This is an optimization exercise on Yosys and OpenROAD, whose aim is small area and few clock cycles, not a production implementation.
In this exercise RTL edits were held to simulation tests only and were not proved equivalent to the original.

==> inputs of run a <==
==> flow/design.v <==
`timescale 1ns/10ps
`default_nettype none
module feature_mem (
    input  wire              clk,
    input  wire              wr_en,
    input  wire  [5:0]       wr_ring,
    input  wire  [15:0]      wr_data,
    input  wire  [8*5-1:0]   bank_sel,
    output logic [8*16-1:0]  bank_data
);
    genvar r, q, i, s;
    logic [3:0][15:0] slot_q [64];
    generate
        for (r = 0; r < 64; r++)
        begin : g_ring
            always_ff @(posedge clk)
            begin
                slot_q[r][3:1] <= slot_q[r][2:0];
                if (wr_en && wr_ring == 6'(r))
                    slot_q[r][0] <= wr_data;
                else
                    slot_q[r][0] <= slot_q[r][3];
            end
        end
        for (q = 0; q < 8; q++)
        begin : g_bank
            logic [15:0] word [32];
            for (i = 0; i < 8; i++)
            begin : g_entry
                for (s = 0; s < 4; s++)
                begin : g_slot
                    assign word[4*i + s] = slot_q[i*8 + q][s];
                end
            end
            assign bank_data[q*16 +: 16] = word[bank_sel[q*5 +: 5]];
        end
    endgenerate
endmodule
`default_nettype wire
`timescale 1ns/10ps
`default_nettype none
module feature_window_ctrl #(
    parameter int FMAP_WIDTH  = 8,
    parameter int FMAP_HEIGHT = 6
)(
    input  wire          clk,
    input  wire          rst_n,
    input  wire          wb_cyc,
    input  wire          wb_stb,
    input  wire          wb_we,
    input  wire  [7:0]   wb_adr,
    input  wire  [15:0]  wb_dat_w,
    output logic [15:0]  wb_dat_r,
    output logic         wb_ack,
    input  wire          start,
    input  wire          kernel_mode,    
    input  wire  [7:0]   fmap_base,
    output logic         busy,
    output logic         window_valid,
    output logic [143:0] window_data
);
    localparam int FD = 4;       
    function automatic logic [2:0] bank_of(input logic [7:0] a);
        bank_of = a[4:2];
    endfunction
    logic [1:0] ph;
    always_ff @(posedge clk)
        ph <= ph + 2'd1;
    logic [FD-1:0] fv;
    logic [7:0]    fa [FD];
    logic [15:0]   fd [FD];
    logic [FD-1:0] sv;
    logic [7:0]    sa [FD];
    logic [15:0]   sd [FD];
    logic [FD-1:0] fmatch;
    logic [FD-1:0] fgone;
    logic          drain_en;
    logic [5:0]    drain_ring;
    logic [15:0]   drain_data;
    logic          push_ok;
    logic          push;
    logic          wb_req;
    assign wb_req = wb_cyc && wb_stb && !wb_ack;
    always_comb
    begin
        for (int i = 0; i < FD; i++)
            fmatch[i] = fv[i] && ((ph - fa[i][1:0]) == 2'd3);
        drain_en   = 1'b0;
        drain_ring = fa[0][7:2];
        drain_data = fd[0];
        for (int i = FD - 1; i >= 0; i--)
            if (fmatch[i])
            begin
                drain_en   = 1'b1;
                drain_ring = fa[i][7:2];
                drain_data = fd[i];
            end
        for (int i = 0; i < FD; i++)
        begin
            fgone[i] = 1'b0;
            for (int m = 0; m <= i; m++)
                if (drain_en ? fmatch[m] : !fv[m])
                    fgone[i] = 1'b1;
        end
    end
    always_comb
    begin
        for (int i = 0; i < FD; i++)
        begin
            if (fgone[i])
            begin
                if (i < FD - 1)
                begin
                    sv[i] = fv[i+1];
                    sa[i] = fa[i+1];
                    sd[i] = fd[i+1];
                end
                else
                begin
                    sv[i] = 1'b0;
                    sa[i] = fa[i];
                    sd[i] = fd[i];
                end
            end
            else
            begin
                sv[i] = fv[i];
                sa[i] = fa[i];
                sd[i] = fd[i];
            end
        end
    end
    assign push_ok = !sv[FD-1];
    assign push    = wb_req && wb_we && push_ok;
    logic [FD-1:0] ftail;
    always_comb
    begin
        ftail = '0;
        ftail[0] = 1'b1;
        for (int i = 0; i < FD - 1; i++)
            if (sv[i])
            begin
                ftail = '0;
                ftail[i+1] = 1'b1;
            end
    end
    always_ff @(posedge clk)
    begin
        for (int i = 0; i < FD; i++)
        begin
            if (push && ftail[i])
            begin
                fv[i] <= 1'b1;
                fa[i] <= wb_adr;
                fd[i] <= wb_dat_w;
            end
            else
            begin
                fv[i] <= sv[i];
                fa[i] <= sa[i];
                fd[i] <= sd[i];
            end
        end
    end
    function automatic logic [15:0] fwd(input logic [7:0] a, input logic [15:0] raw,
                                        input logic [FD-1:0] v, input logic [FD*8-1:0] qa,
                                        input logic [FD*16-1:0] qd);
        fwd = raw;
        for (int i = 0; i < FD; i++)
            if (v[i] && qa[i*8 +: 8] == a)
                fwd = qd[i*16 +: 16];
    endfunction
    logic [FD*8-1:0]  fa_flat;
    logic [FD*16-1:0] fd_flat;
    always_comb
        for (int i = 0; i < FD; i++)
        begin
            fa_flat[i*8 +: 8]   = fa[i];
            fd_flat[i*16 +: 16] = fd[i];
        end
    logic       mode_q;
    logic [7:0] addr_q;
    logic [5:0] n_q;
    logic       start_ok;
    logic       scan_rd;
    logic [7:0] a0;
    logic       m3;
    logic [5:0] n_cur;
    assign start_ok = start && !busy;
    assign scan_rd  = busy && n_q != (mode_q ? 6'd32 : 6'd48);
    assign a0       = addr_q;
    assign m3       = mode_q;
    assign n_cur    = n_q;
    always_ff @(posedge clk or negedge rst_n)
    begin
        if (!rst_n)
        begin
            busy   <= 1'b0;
            mode_q <= 1'b0;
            addr_q <= '0;
            n_q    <= '0;
        end
        else if (start_ok)
        begin
            busy   <= 1'b1;
            mode_q <= kernel_mode;
            addr_q <= fmap_base;
            n_q    <= 6'd0;
        end
        else if (busy)
        begin
            if (scan_rd)
            begin
                addr_q <= addr_q + 8'd1;
                n_q    <= n_q + 6'd1;
            end
            else
                busy <= 1'b0;
        end
    end
    always_ff @(posedge clk or negedge rst_n)
    begin
        if (!rst_n)
            window_valid <= 1'b0;
        else
            window_valid <= scan_rd && (!m3 || n_cur[2:0] >= 3'd2);
    end
    logic [7:0]      a1;
    logic [7:0]      a2;
    logic [2:0]      b0;
    logic [2:0]      b1;
    logic [2:0]      b2;
    logic [2:0]      bw;
    logic            wb_conf;
    logic [8*5-1:0]  bank_sel;
    logic [8*16-1:0] bank_data;
    assign a1 = a0 + 8'd8;
    assign a2 = a0 + 8'd16;
    assign b0 = bank_of(a0);
    assign b1 = bank_of(a1);
    assign b2 = bank_of(a2);
    assign bw = bank_of(wb_adr);
    assign wb_conf = scan_rd && (bw == b0 || (m3 && (bw == b1 || bw == b2)));
    function automatic logic [4:0] sel_of(input logic [7:0] a, input logic [1:0] p);
        sel_of = {a[7:5], 2'(p - a[1:0])};
    endfunction
    always_comb
    begin
        for (int q = 0; q < 8; q++)
        begin
            if (scan_rd && b0 == 3'(q))
                bank_sel[q*5 +: 5] = sel_of(a0, ph);
            else if (scan_rd && m3 && b1 == 3'(q))
                bank_sel[q*5 +: 5] = sel_of(a1, ph);
            else if (scan_rd && m3 && b2 == 3'(q))
                bank_sel[q*5 +: 5] = sel_of(a2, ph);
            else
                bank_sel[q*5 +: 5] = sel_of(wb_adr, ph);
        end
    end
    feature_mem u_mem (
        .clk       (clk),
        .wr_en     (drain_en),
        .wr_ring   (drain_ring),
        .wr_data   (drain_data),
        .bank_sel  (bank_sel),
        .bank_data (bank_data)
    );
    function automatic logic [15:0] bank_pick(input logic [8*16-1:0] bd, input logic [2:0] q);
        bank_pick = bd[q*16 +: 16];
    endfunction
    logic [15:0] lane0, lane1, lane2, lanew;
    assign lane0 = fwd(a0,     bank_pick(bank_data, b0), fv, fa_flat, fd_flat);
    assign lane1 = fwd(a1,     bank_pick(bank_data, b1), fv, fa_flat, fd_flat);
    assign lane2 = fwd(a2,     bank_pick(bank_data, b2), fv, fa_flat, fd_flat);
    assign lanew = fwd(wb_adr, bank_pick(bank_data, bw), fv, fa_flat, fd_flat);
    always_ff @(posedge clk or negedge rst_n)
    begin
        if (!rst_n)
            wb_ack <= 1'b0;
        else
            wb_ack <= wb_req && (wb_we ? push_ok : !wb_conf);
    end
    always_ff @(posedge clk)
        wb_dat_r <= lanew;
    always_ff @(posedge clk)
    begin
        if (m3)
        begin
            window_data[0*16 +: 16] <= window_data[1*16 +: 16];
            window_data[1*16 +: 16] <= window_data[2*16 +: 16];
            window_data[2*16 +: 16] <= lane0;
            window_data[3*16 +: 16] <= window_data[4*16 +: 16];
            window_data[4*16 +: 16] <= window_data[5*16 +: 16];
            window_data[5*16 +: 16] <= lane1;
            window_data[6*16 +: 16] <= window_data[7*16 +: 16];
            window_data[7*16 +: 16] <= window_data[8*16 +: 16];
            window_data[8*16 +: 16] <= lane2;
        end
        else
            window_data <= {128'd0, lane0};
    end
endmodule
`default_nettype wire
==> flow/run.sh <==
#!/bin/bash
# synth_recipe.tcl (not shown) runs the flow's synth.tcl, then flattens the netlist and writes it again
# the make line also repeats each setting of config.mk as NAME=value (left out here)
make -C /OpenROAD-flow-scripts/flow DESIGN_CONFIG=/design/flow/config.mk WORK_HOME=/design/flow/orfs CLKGATE_MAP_FILE= SYNTH_SCRIPT=/design/flow/synth_recipe.tcl finish
==> flow/config.mk <==
export PLATFORM = sky130hd
export DESIGN_NAME = feature_window_ctrl
export DESIGN_NICKNAME = feature_window_ctrl
export VERILOG_FILES = /design/flow/design.v
export SDC_FILE = /design/flow/constraint.sdc
export NUM_CORES = 4
export LEC_CHECK = 0
export CAP_MARGIN = 20
export CORE_MARGIN = 2
export CORE_UTILIZATION = 40
export CTS_CLUSTER_DIAMETER = 60
export CTS_CLUSTER_SIZE = 30
export SLEW_MARGIN = 20
==> flow/constraint.sdc <==
create_clock -name core_clock -period 10.0 [get_ports {clk}]
set_input_delay 2.0000 -clock core_clock [delete_from_list [all_inputs] [get_ports {clk}]]
set_output_delay 2.0000 -clock core_clock [all_outputs]
set_load 0.01 [all_outputs]
==> run b (differences from run a) <==
==> flow/design.v, changed modules only <==
module feature_mem (
    input  wire              clk,
    input  wire              wr_en,
    input  wire  [6:0]       wr_pair,
    input  wire  [15:0]      wr_data,
    input  wire  [8*5-1:0]   bank_sel,
    output logic [8*16-1:0]  bank_data
);
    genvar p, q, i;
    logic [15:0] slot0 [128];
    logic [15:0] slot1 [128];
    generate
        for (p = 0; p < 128; p++)
        begin : g_pair
            always_ff @(posedge clk)
            begin
                slot1[p] <= slot0[p];
                if (wr_en && wr_pair == 7'(p))
                    slot0[p] <= wr_data;
                else
                    slot0[p] <= slot1[p];
            end
        end
        for (q = 0; q < 8; q++)
        begin : g_bank
            logic [15:0] word [32];
            for (i = 0; i < 16; i++)
            begin : g_entry
                localparam int P = i * 8 + ((q - (i % 8) + 8) % 8);
                assign word[2*i]     = slot0[P];
                assign word[2*i + 1] = slot1[P];
            end
            assign bank_data[q*16 +: 16] = word[bank_sel[q*5 +: 5]];
        end
    endgenerate
endmodule
module feature_window_ctrl #(
    parameter int FMAP_WIDTH  = 8,
    parameter int FMAP_HEIGHT = 6
)(
    input  wire          clk,
    input  wire          rst_n,
    input  wire          wb_cyc,
    input  wire          wb_stb,
    input  wire          wb_we,
    input  wire  [7:0]   wb_adr,
    input  wire  [15:0]  wb_dat_w,
    output logic [15:0]  wb_dat_r,
    output logic         wb_ack,
    input  wire          start,
    input  wire          kernel_mode,    
    input  wire  [7:0]   fmap_base,
    output logic         busy,
    output logic         window_valid,
    output logic [143:0] window_data
);
    function automatic logic [2:0] bank_of(input logic [7:0] a);
        bank_of = a[3:1] + a[6:4];
    endfunction
    logic ph;
    always_ff @(posedge clk)
        ph <= !ph;
    logic        wb_req;
    logic        wr_now;
    logic        buf_v;
    logic [7:0]  buf_a;
    logic [15:0] buf_d;
    logic        buf_go;
    logic        wr_en;
    logic [6:0]  wr_pair;
    logic [15:0] wr_data;
    assign wb_req = wb_cyc && wb_stb && !wb_ack;
    assign wr_now = wb_req && wb_we && (ph ^ wb_adr[0]);
    assign buf_go = buf_v && (ph ^ buf_a[0]);
    assign wr_en   = buf_go || wr_now;
    assign wr_pair = buf_go ? buf_a[7:1] : wb_adr[7:1];
    assign wr_data = buf_go ? buf_d : wb_dat_w;
    always_ff @(posedge clk)
    begin
        if (wb_req && wb_we && !wr_now)
        begin
            buf_v <= 1'b1;
            buf_a <= wb_adr;
            buf_d <= wb_dat_w;
        end
        else if (buf_go)
            buf_v <= 1'b0;
    end
    logic       mode_q;
    logic [7:0] addr_q;
    logic [5:0] n_q;
    logic       start_ok;
    logic       scan_rd;
    logic [7:0] a0;
    logic       m3;
    logic [5:0] n_cur;
    assign start_ok = start && !busy;
    assign scan_rd  = start_ok || (busy && n_q != (mode_q ? 6'd32 : 6'd48));
    assign a0       = busy ? addr_q : fmap_base;
    assign m3       = busy ? mode_q : kernel_mode;
    assign n_cur    = busy ? n_q : 6'd0;
    always_ff @(posedge clk or negedge rst_n)
    begin
        if (!rst_n)
        begin
            busy   <= 1'b0;
            mode_q <= 1'b0;
            addr_q <= '0;
            n_q    <= '0;
        end
        else if (start_ok)
        begin
            busy   <= 1'b1;
            mode_q <= kernel_mode;
            addr_q <= fmap_base + 8'd1;
            n_q    <= 6'd1;
        end
        else if (busy)
        begin
            if (scan_rd)
            begin
                addr_q <= addr_q + 8'd1;
                n_q    <= n_q + 6'd1;
            end
            else
                busy <= 1'b0;
        end
    end
    always_ff @(posedge clk or negedge rst_n)
    begin
        if (!rst_n)
            window_valid <= 1'b0;
        else
            window_valid <= scan_rd && (!m3 || n_cur[2:0] >= 3'd2);
    end
    logic [7:0]      a1;
    logic [7:0]      a2;
    logic [2:0]      b0;
    logic [2:0]      b1;
    logic [2:0]      b2;
    logic [2:0]      bw;
    logic            wb_conf;
    logic [8*5-1:0]  bank_sel;
    logic [8*16-1:0] bank_data;
    assign a1 = a0 + 8'd8;
    assign a2 = a0 + 8'd16;
    assign b0 = bank_of(a0);
    assign b1 = bank_of(a1);
    assign b2 = bank_of(a2);
    assign bw = bank_of(wb_adr);
    assign wb_conf = scan_rd && (bw == b0 || (m3 && (bw == b1 || bw == b2)));
    function automatic logic [4:0] sel_of(input logic [7:0] a, input logic p);
        sel_of = {a[7:4], p ^ a[0]};
    endfunction
    always_comb
    begin
        for (int q = 0; q < 8; q++)
        begin
            if (scan_rd && b0 == 3'(q))
                bank_sel[q*5 +: 5] = sel_of(a0, ph);
            else if (scan_rd && m3 && b1 == 3'(q))
                bank_sel[q*5 +: 5] = sel_of(a1, ph);
            else if (scan_rd && m3 && b2 == 3'(q))
                bank_sel[q*5 +: 5] = sel_of(a2, ph);
            else
                bank_sel[q*5 +: 5] = sel_of(wb_adr, ph);
        end
    end
    feature_mem u_mem (
        .clk       (clk),
        .wr_en     (wr_en),
        .wr_pair   (wr_pair),
        .wr_data   (wr_data),
        .bank_sel  (bank_sel),
        .bank_data (bank_data)
    );
    function automatic logic [15:0] bank_pick(input logic [8*16-1:0] bd, input logic [2:0] q);
        bank_pick = bd[q*16 +: 16];
    endfunction
    logic [15:0] lane0, lane1, lane2, lanew;
    assign lane0 = bank_pick(bank_data, b0);
    assign lane1 = bank_pick(bank_data, b1);
    assign lane2 = bank_pick(bank_data, b2);
    assign lanew = bank_pick(bank_data, bw);
    always_ff @(posedge clk or negedge rst_n)
    begin
        if (!rst_n)
            wb_ack <= 1'b0;
        else
            wb_ack <= wb_req && (wb_we || !wb_conf);
    end
    always_ff @(posedge clk)
        wb_dat_r <= lanew;
    always_ff @(posedge clk)
    begin
        if (m3)
        begin
            window_data[0*16 +: 16] <= window_data[1*16 +: 16];
            window_data[1*16 +: 16] <= window_data[2*16 +: 16];
            window_data[2*16 +: 16] <= lane0;
            window_data[3*16 +: 16] <= window_data[4*16 +: 16];
            window_data[4*16 +: 16] <= window_data[5*16 +: 16];
            window_data[5*16 +: 16] <= lane1;
            window_data[6*16 +: 16] <= window_data[7*16 +: 16];
            window_data[7*16 +: 16] <= window_data[8*16 +: 16];
            window_data[8*16 +: 16] <= lane2;
        end
        else
            window_data <= {128'd0, lane0};
    end
endmodule
CTS_CLUSTER_DIAMETER = unset   (was 60)
CTS_CLUSTER_SIZE = unset   (was 30)
==> run c (differences from run a) <==
--- a/flow/design.v
+++ b/flow/design.v
@@ -188,8 +188,8 @@
     logic [5:0] n_cur;
     assign start_ok = start && !busy;
-    assign scan_rd  = busy && n_q != (mode_q ? 6'd32 : 6'd48);
-    assign a0       = addr_q;
-    assign m3       = mode_q;
-    assign n_cur    = n_q;
+    assign scan_rd  = start_ok || (busy && n_q != (mode_q ? 6'd32 : 6'd48));
+    assign a0       = busy ? addr_q : fmap_base;
+    assign m3       = busy ? mode_q : kernel_mode;
+    assign n_cur    = busy ? n_q : 6'd0;
     always_ff @(posedge clk or negedge rst_n)
     begin
@@ -205,6 +205,6 @@
             busy   <= 1'b1;
             mode_q <= kernel_mode;
-            addr_q <= fmap_base;
-            n_q    <= 6'd0;
+            addr_q <= fmap_base + 8'd1;
+            n_q    <= 6'd1;
         end
         else if (busy)
CTS_CLUSTER_DIAMETER = unset   (was 60)
CTS_CLUSTER_SIZE = unset   (was 30)
==> metrics.cfg <==
[final_layout]
multi_input_comb_area_um2 = 63820
final_core_util_pct = 47.42
inverters = 40
clock_cell_area_share_pct = 8.508
seq_share_pct = 47.32

[clock_network]
cts.sinks = 4300

[floorplan]
die_w_um = 625.5
start_util_pct = 40.12

[critical_path]
path_max_fanout = 23
crit_slowest_cell = nor4bb_2

[status]
status = finished clean

[synthesis]
yosys_warnings = 12
syn_nets = 16540

[sta]
max_freq_ghz = 0.1039

[routing]
met2_length_um = 296800

# the run above: run b

==> metrics.cfg <==
[final_layout]
final_core_util_pct = 47.34
inverters = 47
seq_share_pct = 50.77

[status]
status = finished clean

[floorplan]
start_util_pct = 40.18
die_w_um = 612.7

[critical_path]
path_max_fanout = 30

[synthesis]
yosys_warnings = 15

# the run above: run c

==> metrics.cfg <==
[final_layout]
final_core_util_pct = 45.34
multi_input_comb_area_um2 = 55710
seq_share_pct = 53.02
inverters = 42

[routing]
met2_length_um = 261600

[clock_network]
cts.sinks = 4376

[critical_path]
crit_slowest_cell = o21ai_1
path_max_fanout = 31

[floorplan]
start_util_pct = 40.19
die_w_um = 612.8

[synthesis]
yosys_warnings = 15

[status]
status = finished clean

[placed_design]
placed_cells = 18930

# the run above: run a

Testbench counts of run a, summed over its fixed seeds: cycles 9,341.
Testbench counts of run b, summed over its fixed seeds: cycles 9,166.
Testbench counts of run c, summed over its fixed seeds: cycles 9,190.

[static timing again, ports no longer ideal]
The flow's constraints put no driver on any port. The routed layouts listed below were extracted and timed again, unchanged, in two steps. Step 1: set_driving_cell puts a clkbuf_16 on clk and a buf_2 on each other input, an assumption about the parent block. Step 2 also shifts input and output timing later by t, the mid clock arrival at the registers, as if the neighbouring blocks saw the same clock. Slacks: no drivers / after step 1 / after step 2; pairs: no drivers / after step 1.
| run | t, ns | slack for setup (ns) | worst setup path at the end | worst register clock-pin slew, ns | worst slew at a driven data input, ns |
|---|---|---|---|---|---|
| run a | 1.044 | 1.435 / 1.435 / 0.594 | input to register | 0.11 / 0.11 | 0.35 |
| run b | 1.133 | 0.377 / 0.360 / -0.773 | input to register | 0.08 / 0.08 | 0.31 |
| run c | 1.093 | 0.333 / 0.398 / -0.695 | input to register | 0.07 / 0.07 | 0.30 |
Met with ideal ports but missed after step 2: setup timing in run b and run c. The setup slack of run b, which loses most, moves by -0.017 ns with the drivers and by -1.150 ns with both steps.
